Background: an optimization exercise with open tools, aiming at small area and a short achievable clock period. Do not read the settings as production practice. RTL that was checked went through simulation tests only; none was proved equivalent to the original. Power and IR drop assume default switching activity.

## JK
==> flow/design.v <==
`default_nettype none
package tla_pkg;
    localparam int LINE_CAPACITY_DEF = 256;
    localparam int APB_ADDR_W = 3;
    localparam int APB_DATA_W = 32;
    localparam logic REG_ECHO_ENABLE = 1'b0;
    localparam logic REG_ECHO_HIDDEN = 1'b1;
    localparam logic CMD_RECEIVE = 1'b0;
    localparam logic CMD_READ    = 1'b1;
    localparam logic [1:0] KIND_ECHO = 2'd0;
    localparam logic [1:0] KIND_LINE = 2'd1;
    localparam logic [1:0] KIND_READ = 2'd2;
    localparam logic [7:0] BS_CODE    = 8'd8;
    localparam logic [7:0] DEL_CODE   = 8'd127;
    localparam logic [7:0] SPACE_CODE = 8'd32;
    localparam logic [7:0] NL_CODE    = 8'd10;
    typedef struct packed {
        logic       cmd;
        logic [7:0] data_byte;
        logic [7:0] read_index;
    } req_item_t;
    typedef struct packed {
        logic [1:0] kind;
        logic [7:0] value;
        logic [7:0] line_length;
        logic       last;
    } rsp_item_t;
    typedef struct packed {
        logic echo_enable;
        logic echo_hidden;
    } cfg_t;
endpackage
`default_nettype wire
`default_nettype none
module tla_store #(
    parameter int INC = 1
) (
    input  wire logic        clk,
    input  wire logic        rst_n,
    output      logic [7:0]  head_next,
    input  wire logic        we,
    input  wire logic [7:0]  wdata,
    output      logic [7:0]  rdata
);
    logic [255:0][7:0] ring;
    logic [7:0]        head_next_reg;
    always_ff @(posedge clk or negedge rst_n)
    begin
        if (!rst_n)
            head_next_reg <= 8'd0;
        else
            head_next_reg <= head_next_reg + 8'(INC);
    end
    always_ff @(posedge clk)
    begin
        ring[254:0] <= ring[255:1];
        ring[255]   <= we ? wdata : ring[0];
    end
    assign head_next = head_next_reg;
    assign rdata     = ring[0];
endmodule
`default_nettype wire
`default_nettype none
module tla_regs (
    input  wire logic                                clk,
    input  wire logic                                rst_n,
    input  wire logic                                psel,
    input  wire logic                                penable,
    input  wire logic                                pwrite,
    input  wire logic [tla_pkg::APB_ADDR_W-1:0]      paddr,
    input  wire logic [tla_pkg::APB_DATA_W-1:0]      pwdata,
    output      logic [tla_pkg::APB_DATA_W-1:0]      prdata,
    output      logic                                pready,
    output      tla_pkg::cfg_t                       cfg
);
    logic echo_enable_reg;
    logic echo_hidden_reg;
    logic rd_bit_reg;
    logic wr_en;
    assign wr_en  = psel && penable && pwrite;
    assign pready = 1'b1;
    always_ff @(posedge clk or negedge rst_n)
    begin
        if (!rst_n)
        begin
            echo_enable_reg <= 1'b1;
            echo_hidden_reg <= 1'b0;
        end
        else if (wr_en)
        begin
            if (paddr[2])
                echo_hidden_reg <= pwdata[0];
            else
                echo_enable_reg <= pwdata[0];
        end
    end
    always_ff @(posedge clk)
    begin
        rd_bit_reg <= paddr[2] ? echo_hidden_reg : echo_enable_reg;
    end
    assign prdata = {31'd0, rd_bit_reg};
    assign cfg.echo_enable = echo_enable_reg;
    assign cfg.echo_hidden = echo_hidden_reg;
endmodule
`default_nettype wire
`default_nettype none
module tla_ctrl (
    input  wire logic                 clk,
    input  wire logic                 rst_n,
    input  wire tla_pkg::cfg_t        cfg,
    input  wire logic                 req_valid,
    output      logic                 req_ready,
    input  wire tla_pkg::req_item_t   req,
    output      logic                 rsp_valid,
    input  wire logic                 rsp_ready,
    output      tla_pkg::rsp_item_t   rsp,
    input  wire logic [7:0]           head_next,
    output      logic                 mem_we,
    output      logic [7:0]           mem_wdata,
    input  wire logic [7:0]           mem_rdata
);
    logic               rdy_reg;         
    logic               prep_reg, mem_reg, out_reg;
    logic               wr_hit_reg, rd_hit_reg;
    logic [1:0]         step_reg;
    tla_pkg::req_item_t b_reg;
    logic               del_reg, ctl_reg;    
    logic [7:0]         pos_reg;
    logic               zero_reg, full_reg;  
    logic               rsp_valid_reg;       
    logic               rsp_busy_reg;        
    tla_pkg::rsp_item_t rsp_reg;
    logic idle, accept;
    logic req_del, req_ctl;
    logic wr_beat, rd_beat, need_mem, read_top, is_line;
    logic [7:0] addr;
    logic match_next;
    logic seek;
    logic emit, done, none;
    logic rsp_load;
    tla_pkg::rsp_item_t cur_item;
    logic [7:0] pos_next;
    assign idle   = !(prep_reg || mem_reg || out_reg);
    assign accept = rdy_reg && req_valid;
    assign req_del = (req.data_byte == tla_pkg::BS_CODE) || (req.data_byte == tla_pkg::DEL_CODE);
    assign req_ctl = (req.data_byte < tla_pkg::SPACE_CODE) && !req_del;
    assign read_top = (b_reg.read_index == 8'd255);
    assign rd_beat  = b_reg.cmd;
    assign wr_beat  = !b_reg.cmd && !del_reg;
    assign need_mem = rd_beat || wr_beat;
    assign is_line  = ctl_reg || full_reg;
    assign addr       = b_reg.cmd ? b_reg.read_index : pos_reg;
    assign match_next = (addr == head_next);
    assign seek       = prep_reg || (mem_reg && !wr_hit_reg && !rd_hit_reg);
    assign mem_we    = wr_hit_reg;
    assign mem_wdata = ctl_reg ? 8'd0 : b_reg.data_byte;
    always_comb
    begin
        cur_item = '0;
        none     = 1'b0;
        if (b_reg.cmd)
        begin
            cur_item.kind  = tla_pkg::KIND_READ;
            cur_item.value = read_top ? 8'd0 : mem_rdata;
            cur_item.last  = 1'b1;
        end
        else if (del_reg)
        begin
            none           = zero_reg || !cfg.echo_enable;
            cur_item.kind  = tla_pkg::KIND_ECHO;
            cur_item.value = (step_reg == 2'd1) ? tla_pkg::SPACE_CODE : tla_pkg::BS_CODE;
            cur_item.last  = (step_reg == 2'd2);
        end
        else if (is_line)
        begin
            if (cfg.echo_enable && (step_reg == 2'd0))
            begin
                cur_item.kind  = tla_pkg::KIND_ECHO;
                cur_item.value = tla_pkg::NL_CODE;
            end
            else
            begin
                cur_item.kind        = tla_pkg::KIND_LINE;
                cur_item.value       = ctl_reg ? b_reg.data_byte : 8'd0;
                cur_item.line_length = ctl_reg ? pos_reg : 8'd255;
                cur_item.last        = 1'b1;
            end
        end
        else
        begin
            none           = !cfg.echo_enable || cfg.echo_hidden;
            cur_item.kind  = tla_pkg::KIND_ECHO;
            cur_item.value = b_reg.data_byte;
            cur_item.last  = 1'b1;
        end
    end
    assign emit = ((mem_reg && wr_hit_reg) || out_reg) && !none && !rsp_busy_reg;
    assign done = (mem_reg && rd_hit_reg) ||
                  (((mem_reg && wr_hit_reg) || out_reg) && (none || (emit && cur_item.last)));
    assign rsp_load = emit || (mem_reg && rd_hit_reg);
    always_comb
    begin
        if (b_reg.cmd)
            pos_next = pos_reg;
        else if (del_reg)
            pos_next = zero_reg ? pos_reg : pos_reg - 8'd1;
        else if (is_line)
            pos_next = 8'd0;
        else
            pos_next = pos_reg + 8'd1;
    end
    always_ff @(posedge clk or negedge rst_n)
    begin
        if (!rst_n)
        begin
            rdy_reg       <= 1'b0;
            prep_reg      <= 1'b0;
            mem_reg       <= 1'b0;
            out_reg       <= 1'b0;
            wr_hit_reg    <= 1'b0;
            rd_hit_reg    <= 1'b0;
            pos_reg       <= 8'd0;
            rsp_valid_reg <= 1'b0;
            rsp_busy_reg  <= 1'b0;
        end
        else
        begin
            rdy_reg    <= (idle && !accept) || done;
            prep_reg   <= accept;
            mem_reg    <= (prep_reg && need_mem) || (mem_reg && !wr_hit_reg && !rd_hit_reg);
            out_reg    <= (prep_reg && !need_mem) || (mem_reg && wr_hit_reg && !done) || (out_reg && !done);
            wr_hit_reg <= seek && wr_beat && match_next;
            rd_hit_reg <= seek && rd_beat && !rsp_busy_reg && (read_top || match_next);
            if (done)
                pos_reg <= pos_next;
            rsp_valid_reg <= rsp_load || (rsp_valid_reg && !rsp_ready);
            rsp_busy_reg  <= rsp_load || (rsp_busy_reg && !rsp_ready);
        end
    end
    always_ff @(posedge clk)
    begin
        if (idle)
        begin
            b_reg   <= req;
            del_reg <= req_del;
            ctl_reg <= req_ctl;
        end
        zero_reg <= (pos_reg == 8'd0);
        full_reg <= (pos_reg == 8'd254);
        if (accept)
            step_reg <= 2'd0;
        else if (emit)
            step_reg <= step_reg + 2'd1;
        if (!rsp_busy_reg)
            rsp_reg <= cur_item;
    end
    assign req_ready = rdy_reg;
    assign rsp_valid = rsp_valid_reg;
    assign rsp       = rsp_reg;
endmodule
`default_nettype wire
`default_nettype none
module terminal_line_assembler #(
    parameter int LINE_CAPACITY = tla_pkg::LINE_CAPACITY_DEF
) (
    input  wire logic                            clk,
    input  wire logic                            rst_n,
    input  wire logic                            req_valid,
    output      logic                            req_ready,
    input  wire logic [16:0]                     req,
    output      logic                            rsp_valid,
    input  wire logic                            rsp_ready,
    output      logic [18:0]                     rsp,
    input  wire logic                            psel,
    input  wire logic                            penable,
    input  wire logic                            pwrite,
    input  wire logic [tla_pkg::APB_ADDR_W-1:0]  paddr,
    input  wire logic [tla_pkg::APB_DATA_W-1:0]  pwdata,
    output      logic [tla_pkg::APB_DATA_W-1:0]  prdata,
    output      logic                            pready
);
    localparam int INC = 171;
    tla_pkg::cfg_t cfg;
    logic [7:0]    head_next;
    logic          mem_we;
    logic [7:0]    mem_wdata;
    logic [7:0]    mem_rdata;
    tla_regs u_regs (
        .clk     (clk),
        .rst_n   (rst_n),
        .psel    (psel),
        .penable (penable),
        .pwrite  (pwrite),
        .paddr   (paddr),
        .pwdata  (pwdata),
        .prdata  (prdata),
        .pready  (pready),
        .cfg     (cfg)
    );
    tla_ctrl u_ctrl (
        .clk       (clk),
        .rst_n     (rst_n),
        .cfg       (cfg),
        .req_valid (req_valid),
        .req_ready (req_ready),
        .req       (req),
        .rsp_valid (rsp_valid),
        .rsp_ready (rsp_ready),
        .rsp       (rsp),
        .head_next (head_next),
        .mem_we    (mem_we),
        .mem_wdata (mem_wdata),
        .mem_rdata (mem_rdata)
    );
    tla_store #(
        .INC (INC)
    ) u_store (
        .clk   (clk),
        .rst_n (rst_n),
        .head_next (head_next),
        .we    (mem_we),
        .wdata (mem_wdata),
        .rdata (mem_rdata)
    );
endmodule
`default_nettype wire
clock: 5.0 ns
lec_check: 0
cap_margin: 20
core_margin: 2
core_utilization: 65
cts_buf_list: sky130_fd_sc_hd__clkbuf_8
cts_cluster_diameter: 60
cts_cluster_size: 20
place_density: 0.75
setup_slack_margin: 2.5
slew_margin: 20
run.sh (not shown) runs the stock make flow with config.mk's settings and CLKGATE_MAP_FILE= SYNTH_SCRIPT=/design/flow/synth_recipe.tcl, a recipe that flattens the netlist after the stock synthesis.
JK did not stop at any stage, and its layout met the timing, DRC and antenna checks.
What MS does differently from JK at the input level:
Settings: SETUP_SLACK_MARGIN: 2.5 -> 3.3.
[summary]
NOTE total net switching power JK->MS increased slightly
Row final period utilization: MS lower / JK higher
MS went all the way through the flow, and no timing, DRC or antenna check failed.
On area occupied by registers, MS tracks JK almost exactly.
Max worst ir drop on vdd across JK and MS: JK
Modified inputs, AL compared to MS
Settings: a change of CORE_UTILIZATION from 65 to 80; a change of PLACE_DENSITY from 0.75 to 0.88; a change of SETUP_SLACK_MARGIN from 3.3 to 3.0.
- In the reports for MS and AL, the larger starting utilization of the core area belongs to AL.
- Diff MS -> AL: xor/xnor share of the synthesized area neither gained nor lost much; synthesized area held; synthesized cell count comparable; count of boundary I/O pins comparable.
- On synthesis-stage register bit count, AL tracks MS almost exactly.
- Chip width is higher on MS
- AL vs MS — HPWL reported at the end of detailed placement climbed by more than half
- AL never completed; the flow aborted with a tool error in detailed placement (3_5_place_dp).
- As far as count of buffers from port buffering goes, AL and MS are indistinguishable; the numbers are identical.
- AL — die outline height about 10% lower, MS as reference
- Re routability-driven placement congestion ratio: MS and AL aren't equal, and the lower value belongs to MS.
Inputs modified between AL and TR:
Settings: PLACE_DENSITY changed from 0.88 to 0.75; CORE_UTILIZATION changed from 80 to 65.
Findings:
TR ended with every stage complete and zero timing, DRC or antenna violations.
Re average cell area after synthesis: no difference whatsoever between AL and TR.
[compare] base=AL new=TR: count of pins on the block boundary flat, half-perimeter wire length of the detailed placement result decreased 42%.
[TR] cell row count rose 12% relative to AL
Initial cell density of the core: TR < AL
No run of this note included a check of the RTL's function; only the layout flow was run.

---

terminal_line_assembler, a different RTL version from the one above (not shown whole).
Size in the first run: about 2500 cells after synthesis, roughly 2100 flip-flops, ~45000 um2 of cells after synthesis.
export LEC_CHECK = 0
export CAP_MARGIN = 20
export CORE_MARGIN = 2
export CORE_UTILIZATION = 72
export CTS_BUF_LIST = sky130_fd_sc_hd__clkbuf_16
export CTS_CLUSTER_DIAMETER = 45
export CTS_CLUSTER_SIZE = 30
export PLACE_DENSITY = 0.8
export SETUP_SLACK_MARGIN = 3.0
export SLEW_MARGIN = 20
create_clock -name core_clock -period 5.0 [get_ports {clk}]
The baseline ran to the end with no violations.
Change:
- ABC_AREA: default -> 1
- CTS_CLUSTER_DIAMETER: 45 -> 60
Effect: The changed run ran to the end with no violations; via count decreases by 4.5%; clock-buffer cell count shrinks by 55; clock skew came out lower by 0.018 ns; first-iteration DRC count decreases by 30%; fmax came out higher by 0.98%; worst setup slack improves by 0.023 ns; power came out lower by 13%; synthesized cell count climbs by 5.9%; die area barely changes; hold slack is better by 0.015 ns; cell count went down by 0.36%.

---

Setup of P:
Another version of the RTL of terminal_line_assembler (not shown whole).
For scale: ~2100 flip-flops, ~44000 um^2 of cells after synthesis.
Settings: LEC_CHECK=0, CAP_MARGIN=20, CORE_MARGIN=2, CORE_UTILIZATION=65, CTS_BUF_LIST=sky130_fd_sc_hd__clkbuf_8, CTS_CLUSTER_DIAMETER=50, CTS_CLUSTER_SIZE=16, PLACE_DENSITY=0.75, SETUP_SLACK_MARGIN=3.0, SLEW_MARGIN=20; clock period 5.0 ns.
Relative to P, the following input files were edited for Q:
- a change of PLACE_DENSITY from 0.75 to 0.8
- a change of CTS_BUF_LIST from sky130_fd_sc_hd__clkbuf_8 to sky130_fd_sc_hd__clkbuf_16
- a change of CTS_CLUSTER_DIAMETER from 50 to 60
- a change of CTS_CLUSTER_SIZE from 16 to 30
- a change of CORE_UTILIZATION from 65 to 72
- | global-route wire length before repair | Q vs P | worse |
- Data arrival at the endpoint of the critical path was higher in the run labelled P.
- P has lower via count than Q.
The inputs of R differ from those of Q as listed below.
- CORE_UTILIZATION now 65, was 72
- PLACE_DENSITY now 0.75, was 0.8
Notes after the runs:
No stage failed in R, and the final checks on the layout all came back clean. Count of clock-buffer cells in the layout was lower in Q than in R. Final area ended up about 0.6% higher on R than on Q. Clock period minus final worst setup slack in R is 0.054 ns higher than in Q. Changes observed in R relative to Q: setup fix buffers added after clock tree synthesis shrank by 12, wire length of the first global-routing pass shrank by about 7%, via count shrank by 149. R vs Q on number of detailed-route iterations in the first pass: R is the higher one. Compare R and Q | met2 usage in global routing lower: R. For the non-clock buffer total of the final layout, R came in 11% lower than Q did. Changes observed in R relative to Q: number of antenna violations at the first check in global routing now sits lower, delay contributed by the slowest stage of the critical path now larger.

---

Another version of the RTL of terminal_line_assembler (not shown whole).
Size in the first run: about 2500 cells after synthesis, roughly 2100 flip-flops, about 110 I/O pins, about 0.045 mm2 of cells after synthesis.
clock: 5.0 ns
lec_check: 0
cap_margin: 20
core_margin: 2
core_utilization: 72
cts_buf_list: sky130_fd_sc_hd__clkbuf_16
cts_cluster_diameter: 60
cts_cluster_size: 30
place_density: 0.8
setup_slack_margin: 3.15
slew_margin: 20
Rerun with:
--- a/flow/config.mk
+++ b/flow/config.mk
@@ -13,4 +13,4 @@
 export CTS_CLUSTER_SIZE = 30
 export PLACE_DENSITY = 0.8
-export SETUP_SLACK_MARGIN = 3.15
+export SETUP_SLACK_MARGIN = 3.0
 export SLEW_MARGIN = 20
Effect:
- The changed run completed with no timing, DRC or antenna violations
- synthesized area is unchanged
- worst hold slack gets worse by 3.6 ps
- wire length is lower by 8.4%
- die area stays the same
- critical path depth stays the same
- sequential power hardly moves
- power drops by 0.86%
- count of clock-buffer cells in the layout shrinks by 1
- via count decreases by 3.6%
- synthesized cell count does not change
- design area is lower by 0.81%
Rerun with:
--- a/flow/config.mk
+++ b/flow/config.mk
@@ -13,4 +13,4 @@
 export CTS_CLUSTER_SIZE = 30
 export PLACE_DENSITY = 0.8
-export SETUP_SLACK_MARGIN = 3.0
+export SETUP_SLACK_MARGIN = 2.6
 export SLEW_MARGIN = 20
The changed run completed with no timing, DRC or antenna violations.
First-iteration DRC count rose by 15%.
Total power went up by 0.68%.
Count of clock-buffer cells in the layout increases by 3.
Setup slack degrades by 130 ps.
Rerun with:
--- a/flow/config.mk
+++ b/flow/config.mk
@@ -13,4 +13,4 @@
 export CTS_CLUSTER_SIZE = 30
 export PLACE_DENSITY = 0.8
-export SETUP_SLACK_MARGIN = 2.6
+export SETUP_SLACK_MARGIN = 2.8
 export SLEW_MARGIN = 20
After rerunning: Wire length grows by 0.88%. Power shrinks by 0.96%. Non-clock buffer count grows by 6. Cell area stays flat.
Function was not checked in any run of this note: the RTL went through the layout flow alone.

[what the ideal ports hide]
In the flow no input, the clock included, has a driving cell. The finished layouts below were timed again as built, in two steps.
Step 1, drivers: a clkbuf_16 drives clk and a buf_2 each remaining input, both assumed.
Step 2 moves the port delays by t, midway between the first and last clock arrival at a register: inputs arrive t later, outputs are due t later. That takes back most of the time a late clock gives input paths.
a / b / c = ideal ports / drivers / drivers and shift; a / b = the first two.
run	shift t [ns]	setup slack, ns	slew at the worst register clock pin (ns)
JK	0.794	2.583 / 2.525 / 2.118	0.12 / 0.12
MS	0.786	2.723 / 2.665 / 2.455	0.12 / 0.12
TR	0.778	2.706 / 2.654 / 2.278	0.12 / 0.12
the first run of note 2	0.780	2.649 / 2.589 / 2.006	0.13 / 0.13
the second run of note 2	0.707	2.672 / 2.604 / 2.332	0.12 / 0.12
P	0.832	2.632 / 2.574 / 2.230	0.10 / 0.10
Q	0.696	2.814 / 2.749 / 2.227	0.12 / 0.12
R	0.705	2.759 / 2.696 / 2.262	0.11 / 0.11
the first run of note 4	0.710	2.652 / 2.593 / 2.292	0.12 / 0.12
the second run of note 4	0.693	2.710 / 2.652 / 2.321	0.12 / 0.12
the third run of note 4	0.709	2.582 / 2.559 / 1.894	0.12 / 0.12
the fourth run of note 4	0.700	2.725 / 2.665 / 2.071	0.12 / 0.12
After both steps setup and hold are still met in every run listed. The setup slack of the third run of note 4, which loses most, moves by -0.023 ns with the drivers and by -0.688 ns with both steps.
